From an optimization exercise on the open Yosys and OpenROAD flow, aimed at small area and a short achievable clock period; shortcuts taken in it are not production practice.
At most, simulation tests tie the RTL to the original design; equivalence was not proved.
Power figures rest on the tool's default switching activity, not on a simulated workload.

==> fjord <==
==> flow/design.v <==
`default_nettype none
module position_ledger #(
    parameter int SYMBOL_WIDTH = 32,
    parameter int VOLUME_WIDTH = 32,
    parameter int POS_WIDTH    = 48,
    parameter int NUM_SLOTS    = 16,
    parameter int SLOT_W       = $clog2(NUM_SLOTS)
) (
    input  wire logic                    clk,
    input  wire logic                    rst_n,
    input  wire logic                    upd_valid,
    input  wire logic [SYMBOL_WIDTH-1:0] upd_symbol,
    input  wire logic [VOLUME_WIDTH-1:0] upd_quantity,
    input  wire logic                    upd_side,
    input  wire logic [POS_WIDTH-2:0]    pos_limit,
    input  wire logic                    clear,
    input  wire logic                    qry_valid,
    input  wire logic [SYMBOL_WIDTH-1:0] qry_symbol,
    output logic                         qry_resp_valid,
    output logic                         qry_found,
    output logic [POS_WIDTH-1:0]         qry_position,
    output logic                         rpt_valid,
    output logic [SYMBOL_WIDTH-1:0]      rpt_symbol,
    output logic [POS_WIDTH-1:0]         rpt_position,
    output logic [SLOT_W-1:0]            rpt_slot,
    output logic                         rpt_breach,
    output logic                         table_full,
    output logic [SLOT_W:0]              used_slots,
    output logic [31:0]                  drop_count,
    output logic [31:0]                  breach_count
);
    localparam logic [POS_WIDTH-1:0] P_MAX = {1'b0, {(POS_WIDTH-1){1'b1}}};
    localparam logic [POS_WIDTH-1:0] N_MAX = {1'b1, {(POS_WIDTH-2){1'b0}}, 1'b1};
    logic [SYMBOL_WIDTH-1:0] sym_q [NUM_SLOTS];
    logic [POS_WIDTH-1:0]    pos_q [NUM_SLOTS];
    logic [SLOT_W:0]         used_q;
    logic                    s1_valid_q;
    logic [SYMBOL_WIDTH-1:0] s1_symbol_q;
    logic [VOLUME_WIDTH-1:0] s1_qty_q;
    logic                    s1_side_q;
    logic [NUM_SLOTS-1:0]    s1_match_q;
    logic                    rpt_valid_q, rpt_breach_q;
    logic [SYMBOL_WIDTH-1:0] rpt_symbol_q;
    logic [POS_WIDTH-1:0]    rpt_position_q;
    logic [SLOT_W-1:0]       rpt_slot_q;
    logic                    qry_resp_valid_q, qry_found_q;
    logic [POS_WIDTH-1:0]    qry_position_q;
    logic [31:0]             drop_q, breach_cnt_q;
    logic [NUM_SLOTS-1:0]    valid, first_free, upd_m, qry_m, match_d, pos_we;
    logic                    full, hit, write_en, alloc, drop, breach, eq_s1, q_found;
    logic [SLOT_W-1:0]       hit_idx, wr_idx;
    logic [POS_WIDTH-1:0]    base, new_pos, abs_pos, q_pos;
    logic [POS_WIDTH:0]      sum;
    logic                    ovf_pos, ovf_neg;
    assign full = used_q[SLOT_W];
    always_comb begin
        for (int i = 0; i < NUM_SLOTS; i++) begin
            valid[i]      = used_q > (SLOT_W+1)'(i);
            first_free[i] = used_q == (SLOT_W+1)'(i);
            upd_m[i]      = valid[i] && (sym_q[i] == upd_symbol);
            qry_m[i]      = valid[i] && (sym_q[i] == qry_symbol);
        end
    end
    always_comb begin
        hit      = s1_valid_q && (|s1_match_q);
        write_en = s1_valid_q && (hit || !full) && !clear;
        alloc    = s1_valid_q && !hit && !full && !clear;
        drop     = s1_valid_q && !hit && full && !clear;
        base     = '0;
        hit_idx  = '0;
        for (int i = 0; i < NUM_SLOTS; i++) begin
            base    = base | (s1_match_q[i] ? pos_q[i] : '0);
            hit_idx = hit_idx | (s1_match_q[i] ? SLOT_W'(i) : '0);
            pos_we[i] = (s1_valid_q && s1_match_q[i]) || first_free[i];
        end
        wr_idx = hit ? hit_idx : used_q[SLOT_W-1:0];
        sum    = s1_side_q ? ({base[POS_WIDTH-1], base} - {{(POS_WIDTH+1-VOLUME_WIDTH){1'b0}}, s1_qty_q})
                           : ({base[POS_WIDTH-1], base} + {{(POS_WIDTH+1-VOLUME_WIDTH){1'b0}}, s1_qty_q});
        ovf_pos = !sum[POS_WIDTH] && sum[POS_WIDTH-1];
        ovf_neg = sum[POS_WIDTH] && (!sum[POS_WIDTH-1] || (sum[POS_WIDTH-2:0] == '0));
        new_pos = ovf_pos ? P_MAX : (ovf_neg ? N_MAX : sum[POS_WIDTH-1:0]);
        abs_pos = new_pos[POS_WIDTH-1] ? (~new_pos + 1'b1) : new_pos;
        breach  = abs_pos > {1'b0, pos_limit};
    end
    always_comb begin
        eq_s1   = (upd_symbol == s1_symbol_q);
        match_d = upd_m | ((alloc && eq_s1) ? first_free : '0);
    end
    always_comb begin
        q_found = |qry_m;
        q_pos   = '0;
        for (int i = 0; i < NUM_SLOTS; i++)
            q_pos = q_pos | (qry_m[i] ? pos_q[i] : '0);
    end
    always_ff @(posedge clk) begin
        for (int i = 0; i < NUM_SLOTS; i++) begin
            if (first_free[i]) sym_q[i] <= s1_symbol_q;
            if (pos_we[i])     pos_q[i] <= new_pos;
        end
    end
    always_ff @(posedge clk) begin
        s1_symbol_q <= upd_symbol;
        s1_qty_q    <= upd_quantity;
        s1_side_q   <= upd_side;
        s1_match_q  <= match_d;
    end
    always_ff @(posedge clk or negedge rst_n) begin
        if (!rst_n) begin
            s1_valid_q       <= 1'b0;
            used_q           <= '0;
            rpt_valid_q      <= 1'b0;
            rpt_symbol_q     <= '0;
            rpt_position_q   <= '0;
            rpt_slot_q       <= '0;
            rpt_breach_q     <= 1'b0;
            qry_resp_valid_q <= 1'b0;
            qry_found_q      <= 1'b0;
            qry_position_q   <= '0;
            drop_q           <= '0;
            breach_cnt_q     <= '0;
        end else begin
            s1_valid_q       <= upd_valid && !clear;
            used_q           <= clear ? '0 : used_q + (SLOT_W+1)'(alloc);
            rpt_valid_q      <= write_en;
            qry_resp_valid_q <= qry_valid && !clear;
            if (write_en) begin
                rpt_symbol_q   <= s1_symbol_q;
                rpt_position_q <= new_pos;
                rpt_slot_q     <= wr_idx;
                rpt_breach_q   <= breach;
            end
            if (qry_valid && !clear) begin
                qry_found_q    <= q_found;
                qry_position_q <= q_pos;
            end
            if (drop && (drop_q != 32'hFFFF_FFFF))
                drop_q <= drop_q + 32'd1;
            if (write_en && breach && (breach_cnt_q != 32'hFFFF_FFFF))
                breach_cnt_q <= breach_cnt_q + 32'd1;
        end
    end
    assign rpt_valid      = rpt_valid_q;
    assign rpt_symbol     = rpt_symbol_q;
    assign rpt_position   = rpt_position_q;
    assign rpt_slot       = rpt_slot_q;
    assign rpt_breach     = rpt_breach_q;
    assign qry_resp_valid = qry_resp_valid_q;
    assign qry_found      = qry_found_q;
    assign qry_position   = qry_position_q;
    assign used_slots     = used_q;
    assign table_full     = full;
    assign drop_count     = drop_q;
    assign breach_count   = breach_cnt_q;
endmodule
`default_nettype wire
==> flow/run.sh <==
#!/bin/bash
# synth_recipe.tcl (not shown) runs the flow's synth.tcl, then flattens the netlist and writes it again
# the make line also repeats each setting of config.mk as NAME=value (left out here)
make -C /OpenROAD-flow-scripts/flow DESIGN_CONFIG=/design/flow/config.mk WORK_HOME=/design/flow/orfs CLKGATE_MAP_FILE= SYNTH_SCRIPT=/design/flow/synth_recipe.tcl finish
==> flow/config.mk <==
export PLATFORM = sky130hd
export DESIGN_NAME = position_ledger
export DESIGN_NICKNAME = position_ledger
export VERILOG_FILES = /design/flow/design.v
export SDC_FILE = /design/flow/constraint.sdc
export NUM_CORES = 4
export LEC_CHECK = 0
export CAP_MARGIN = 20
export CORE_MARGIN = 2
export CORE_UTILIZATION = 40
export SETUP_SLACK_MARGIN = 0.3
export SLEW_MARGIN = 20
==> flow/constraint.sdc <==
create_clock -name core_clock -period 13.0 [get_ports {clk}]
set_input_delay 2.6000 -clock core_clock [delete_from_list [all_inputs] [get_ports {clk}]]
set_output_delay 2.6000 -clock core_clock [all_outputs]
set_load 0.01 [all_outputs]
==> inputs of maple, as changes to fjord <==
--- a/flow/design.v
+++ b/flow/design.v
@@ -36,22 +36,56 @@
     logic [SLOT_W:0]         used_q;
     logic                    s1_valid_q;
     logic [SYMBOL_WIDTH-1:0] s1_symbol_q;
-    logic [VOLUME_WIDTH-1:0] s1_qty_q;
+    logic [VOLUME_WIDTH-1:0] s1_qty_q;       
     logic                    s1_side_q;
     logic [NUM_SLOTS-1:0]    s1_match_q;
+    logic [POS_WIDTH-1:0]    s1_base_q;      
+    logic [POS_WIDTH-1:0]    s1_bxq_q;       
     logic                    rpt_valid_q, rpt_breach_q;
     logic [SYMBOL_WIDTH-1:0] rpt_symbol_q;
     logic [POS_WIDTH-1:0]    rpt_position_q;
     logic [SLOT_W-1:0]       rpt_slot_q;
     logic                    qry_resp_valid_q, qry_found_q;
     logic [POS_WIDTH-1:0]    qry_position_q;
-    logic [31:0]             drop_q, breach_cnt_q;
+    logic [31:0]             drop_q;
+    logic [31:0]             breach_cnt_q, breach_nxt_q, breach_cnt;
+    logic                    breach_pend_q;
     logic [NUM_SLOTS-1:0]    valid, first_free, upd_m, qry_m, match_d, pos_we;
     logic                    full, hit, write_en, alloc, drop, breach, eq_s1, q_found;
     logic [SLOT_W-1:0]       hit_idx, wr_idx;
-    logic [POS_WIDTH-1:0]    base, new_pos, abs_pos, q_pos;
+    logic [POS_WIDTH-1:0]    base, base_d, new_pos, q_pos;
     logic [POS_WIDTH:0]      sum;
-    logic                    ovf_pos, ovf_neg;
+    logic                    ovf_pos, ovf_neg, low_eq, lo_c;
+    logic [VOLUME_WIDTH+1:0] lo_sum;
+    logic [POS_WIDTH-VOLUME_WIDTH:0] hi_a, hi_p1, hi_m1, hi_sum;
+    localparam int EXT_W = POS_WIDTH + 2;
+    logic [EXT_W-1:0]        op_a, op_q, op_x, op_and, op_or, lim, gt_s, gt_c, lt_s, lt_c;
+    logic                    gt_neg, lt_neg;
+    function automatic logic carry_out(input logic [EXT_W-2:0] x, input logic [EXT_W-2:0] y);
+        logic [63:0] g, p;
+        int n;
+        g = '0;
+        p = '0;
+        for (int i = 0; i < EXT_W-1; i++) begin
+            g[i] = x[i] & y[i];
+            p[i] = x[i] | y[i];
+        end
+        n = EXT_W-1;
+        for (int l = 0; l < 6; l++) begin
+            for (int j = 0; j < 32; j++) begin
+                if (2*j+1 < n) begin
+                    g[j] = g[2*j+1] | (p[2*j+1] & g[2*j]);
+                    p[j] = p[2*j+1] & p[2*j];
+                end else if (2*j < n) begin
+                    g[j] = g[2*j];
+                    p[j] = p[2*j];
+                end
+            end
+            n = (n + 1) / 2;
+        end
+        carry_out = g[0];
+    endfunction
+    logic [POS_WIDTH-1:0]    qty_ext_d;
     assign full = used_q[SLOT_W];
     always_comb begin
         for (int i = 0; i < NUM_SLOTS; i++) begin
@@ -66,25 +100,48 @@
         write_en = s1_valid_q && (hit || !full) && !clear;
         alloc    = s1_valid_q && !hit && !full && !clear;
         drop     = s1_valid_q && !hit && full && !clear;
-        base     = '0;
+        base     = s1_base_q;
         hit_idx  = '0;
         for (int i = 0; i < NUM_SLOTS; i++) begin
-            base    = base | (s1_match_q[i] ? pos_q[i] : '0);
             hit_idx = hit_idx | (s1_match_q[i] ? SLOT_W'(i) : '0);
             pos_we[i] = (s1_valid_q && s1_match_q[i]) || first_free[i];
         end
         wr_idx = hit ? hit_idx : used_q[SLOT_W-1:0];
-        sum    = s1_side_q ? ({base[POS_WIDTH-1], base} - {{(POS_WIDTH+1-VOLUME_WIDTH){1'b0}}, s1_qty_q})
-                           : ({base[POS_WIDTH-1], base} + {{(POS_WIDTH+1-VOLUME_WIDTH){1'b0}}, s1_qty_q});
+        lo_sum  = {1'b0, base[VOLUME_WIDTH-1:0], 1'b1} + {1'b0, s1_qty_q, s1_side_q};
+        lo_c    = lo_sum[VOLUME_WIDTH+1];
+        hi_a    = {base[POS_WIDTH-1], base[POS_WIDTH-1:VOLUME_WIDTH]};
+        hi_p1   = hi_a + 1'b1;
+        hi_m1   = hi_a - 1'b1;
+        if (lo_c && !s1_side_q)      hi_sum = hi_p1;
+        else if (!lo_c && s1_side_q) hi_sum = hi_m1;
+        else                         hi_sum = hi_a;
+        sum     = {hi_sum, lo_sum[VOLUME_WIDTH:1]};
+        low_eq  = (base[POS_WIDTH-2:0] == {{(POS_WIDTH-1-VOLUME_WIDTH){1'b0}}, ~s1_qty_q});
         ovf_pos = !sum[POS_WIDTH] && sum[POS_WIDTH-1];
-        ovf_neg = sum[POS_WIDTH] && (!sum[POS_WIDTH-1] || (sum[POS_WIDTH-2:0] == '0));
+        ovf_neg = s1_side_q && sum[POS_WIDTH] && (!sum[POS_WIDTH-1] || low_eq);
         new_pos = ovf_pos ? P_MAX : (ovf_neg ? N_MAX : sum[POS_WIDTH-1:0]);
-        abs_pos = new_pos[POS_WIDTH-1] ? (~new_pos + 1'b1) : new_pos;
-        breach  = abs_pos > {1'b0, pos_limit};
+        op_a    = {{(EXT_W-POS_WIDTH){base[POS_WIDTH-1]}}, base};
+        op_q    = {{(EXT_W-VOLUME_WIDTH){s1_side_q}}, s1_qty_q};
+        op_x    = {{(EXT_W-POS_WIDTH){base[POS_WIDTH-1] ^ s1_side_q}}, s1_bxq_q};
+        op_and  = op_a & op_q;
+        op_or   = op_a | op_q;
+        lim     = {{(EXT_W-POS_WIDTH+1){1'b0}}, pos_limit};
+        gt_s    = ~(op_x ^ lim);
+        gt_c    = (op_and & lim) | (op_or & ~lim);
+        lt_s    = op_x ^ lim;
+        lt_c    = (op_or & lim) | (op_and & ~lim);
+        gt_neg  = gt_s[EXT_W-1] ^ gt_c[EXT_W-2] ^ carry_out(gt_s[EXT_W-2:0], {gt_c[EXT_W-3:0], s1_side_q});
+        lt_neg  = lt_s[EXT_W-1] ^ lt_c[EXT_W-2] ^ carry_out(lt_s[EXT_W-2:0], {lt_c[EXT_W-3:0], s1_side_q});
+        breach  = (!gt_neg || lt_neg) && !((ovf_pos || ovf_neg) && (&pos_limit));
     end
     always_comb begin
         eq_s1   = (upd_symbol == s1_symbol_q);
         match_d = upd_m | ((alloc && eq_s1) ? first_free : '0);
+        base_d  = '0;
+        for (int i = 0; i < NUM_SLOTS; i++)
+            base_d = base_d | (upd_m[i] ? pos_q[i] : '0);
+        if (write_en && eq_s1) base_d = new_pos;
+        qty_ext_d = {{(POS_WIDTH-VOLUME_WIDTH){upd_side}}, upd_quantity ^ {VOLUME_WIDTH{upd_side}}};
     end
     always_comb begin
         q_found = |qry_m;
@@ -100,9 +157,11 @@
     end
     always_ff @(posedge clk) begin
         s1_symbol_q <= upd_symbol;
-        s1_qty_q    <= upd_quantity;
+        s1_qty_q    <= upd_quantity ^ {VOLUME_WIDTH{upd_side}};
         s1_side_q   <= upd_side;
         s1_match_q  <= match_d;
+        s1_base_q   <= base_d;
+        s1_bxq_q    <= base_d ^ qty_ext_d;
     end
     always_ff @(posedge clk or negedge rst_n) begin
         if (!rst_n) begin
@@ -118,6 +177,8 @@
             qry_position_q   <= '0;
             drop_q           <= '0;
             breach_cnt_q     <= '0;
+            breach_nxt_q     <= 32'd1;
+            breach_pend_q    <= 1'b0;
         end else begin
             s1_valid_q       <= upd_valid && !clear;
             used_q           <= clear ? '0 : used_q + (SLOT_W+1)'(alloc);
@@ -135,8 +196,9 @@
             end
             if (drop && (drop_q != 32'hFFFF_FFFF))
                 drop_q <= drop_q + 32'd1;
-            if (write_en && breach && (breach_cnt_q != 32'hFFFF_FFFF))
-                breach_cnt_q <= breach_cnt_q + 32'd1;
+            breach_cnt_q  <= breach_cnt;
+            breach_nxt_q  <= breach_cnt + {31'd0, breach_cnt != 32'hFFFF_FFFF};
+            breach_pend_q <= write_en && breach;
         end
     end
     assign rpt_valid      = rpt_valid_q;
@@ -147,9 +209,10 @@
     assign qry_resp_valid = qry_resp_valid_q;
     assign qry_found      = qry_found_q;
     assign qry_position   = qry_position_q;
+    assign breach_cnt     = breach_pend_q ? breach_nxt_q : breach_cnt_q;
     assign used_slots     = used_q;
     assign table_full     = full;
     assign drop_count     = drop_q;
-    assign breach_count   = breach_cnt_q;
+    assign breach_count   = breach_cnt;
 endmodule
 `default_nettype wire
==> flow/flow/run.sh (new file) <==
#!/bin/bash
set -euo pipefail
MARGIN=8.3
EXTRA="MATCH_CELL_FOOTPRINT=0 'BUFFER_PORTS_ARGS=-buffer_cell sky130_fd_sc_hd__buf_2' 'CTS_ARGS=-sink_clustering_enable -repair_clock_nets -dont_use_dummy_load -buf_list sky130_fd_sc_hd__clkbuf_8'"
sed -E \
  -e "s/SETUP_SLACK_MARGIN=[^ ']+/SETUP_SLACK_MARGIN=${MARGIN}/" \
  -e "s/\"\\$\\{@:-finish\\}\"/${EXTRA} \"\${@:-finish}\"/" \
  standard.sh > standard_tight.sh
grep -q "SETUP_SLACK_MARGIN=${MARGIN}" standard_tight.sh
grep -q "dont_use_dummy_load" standard_tight.sh
bash standard_tight.sh > make_finish.log 2>&1
==> flow/standard.sh (new file) <==
#!/bin/bash
# synth_recipe.tcl (not shown) runs the flow's synth.tcl, then flattens the netlist and writes it again
# the make line also repeats each setting of config.mk as NAME=value (left out here)
make -C /OpenROAD-flow-scripts/flow DESIGN_CONFIG=/design/flow/config.mk WORK_HOME=/design/flow/orfs CLKGATE_MAP_FILE= SYNTH_SCRIPT=/design/flow/synth_recipe.tcl "${@:-finish}"
--- a/flow/config.mk
+++ b/flow/config.mk
@@ -7,6 +7,6 @@
 export LEC_CHECK = 0
 export CAP_MARGIN = 20
 export CORE_MARGIN = 2
-export CORE_UTILIZATION = 40
-export SETUP_SLACK_MARGIN = 0.3
+export CORE_UTILIZATION = 50
+export SETUP_SLACK_MARGIN = 5
 export SLEW_MARGIN = 20
removed: flow/run.sh
==> comparison <==
fjord completed with no timing, DRC or antenna violations. maple finished with timing, DRC and antenna clean.
Critical path depth: maple is lower than fjord (32).
In maple the fmax is larger than in fjord, by about 150%.
Between fjord and maple, the lower register-to-register slack is in fjord (gap 7.5 ns).
Power: fjord is larger than maple (about 3%).
Clock-buffer cell count: fjord is lower than maple (64).
Against fjord, the synthesized cell count of maple is larger by about 9%.
Of fjord and maple, maple has the higher flip-flop and latch count (gap 129).
Of maple and fjord, maple has the higher non-clock buffer count (gap 106).
Between maple and fjord, the lower worst setup slack is in fjord (gap 7.2 ns).
Of fjord and maple, maple has the higher global-route usage (gap 6.7 points).
In fjord the die area is higher than in maple, by about 17%.
The RTL of maple was laid out without a check of its function.

==> port drivers added, routing unchanged <==
In the flow no input, the clock included, has a driving cell. The finished layouts below were timed again as built, in two steps. Step 1: set_driving_cell puts a clkbuf_16 on clk and a buf_2 on each other input, an assumption about the parent block. Step 2 times the ports against the registers' clock, not the clock port: input delays grow and output delays shrink by t, the midpoint of the rising clock arrivals with the driver on. a / b / c = no drivers / after step 1 / after step 2; a / b = the first two.
run | shift t [ns] | setup WS [ns] | worst data-port slew with drivers (ns)
fjord | 0.922 | 0.844 / 0.844 / 0.844 | 0.11
maple | 1.123 | 8.076 / 8.074 / 6.982 | 0.11
After both steps every run listed still meets setup and hold. For maple, which loses most, drivers alone change the setup slack by -0.002 ns; drivers and shift together by -1.094 ns.
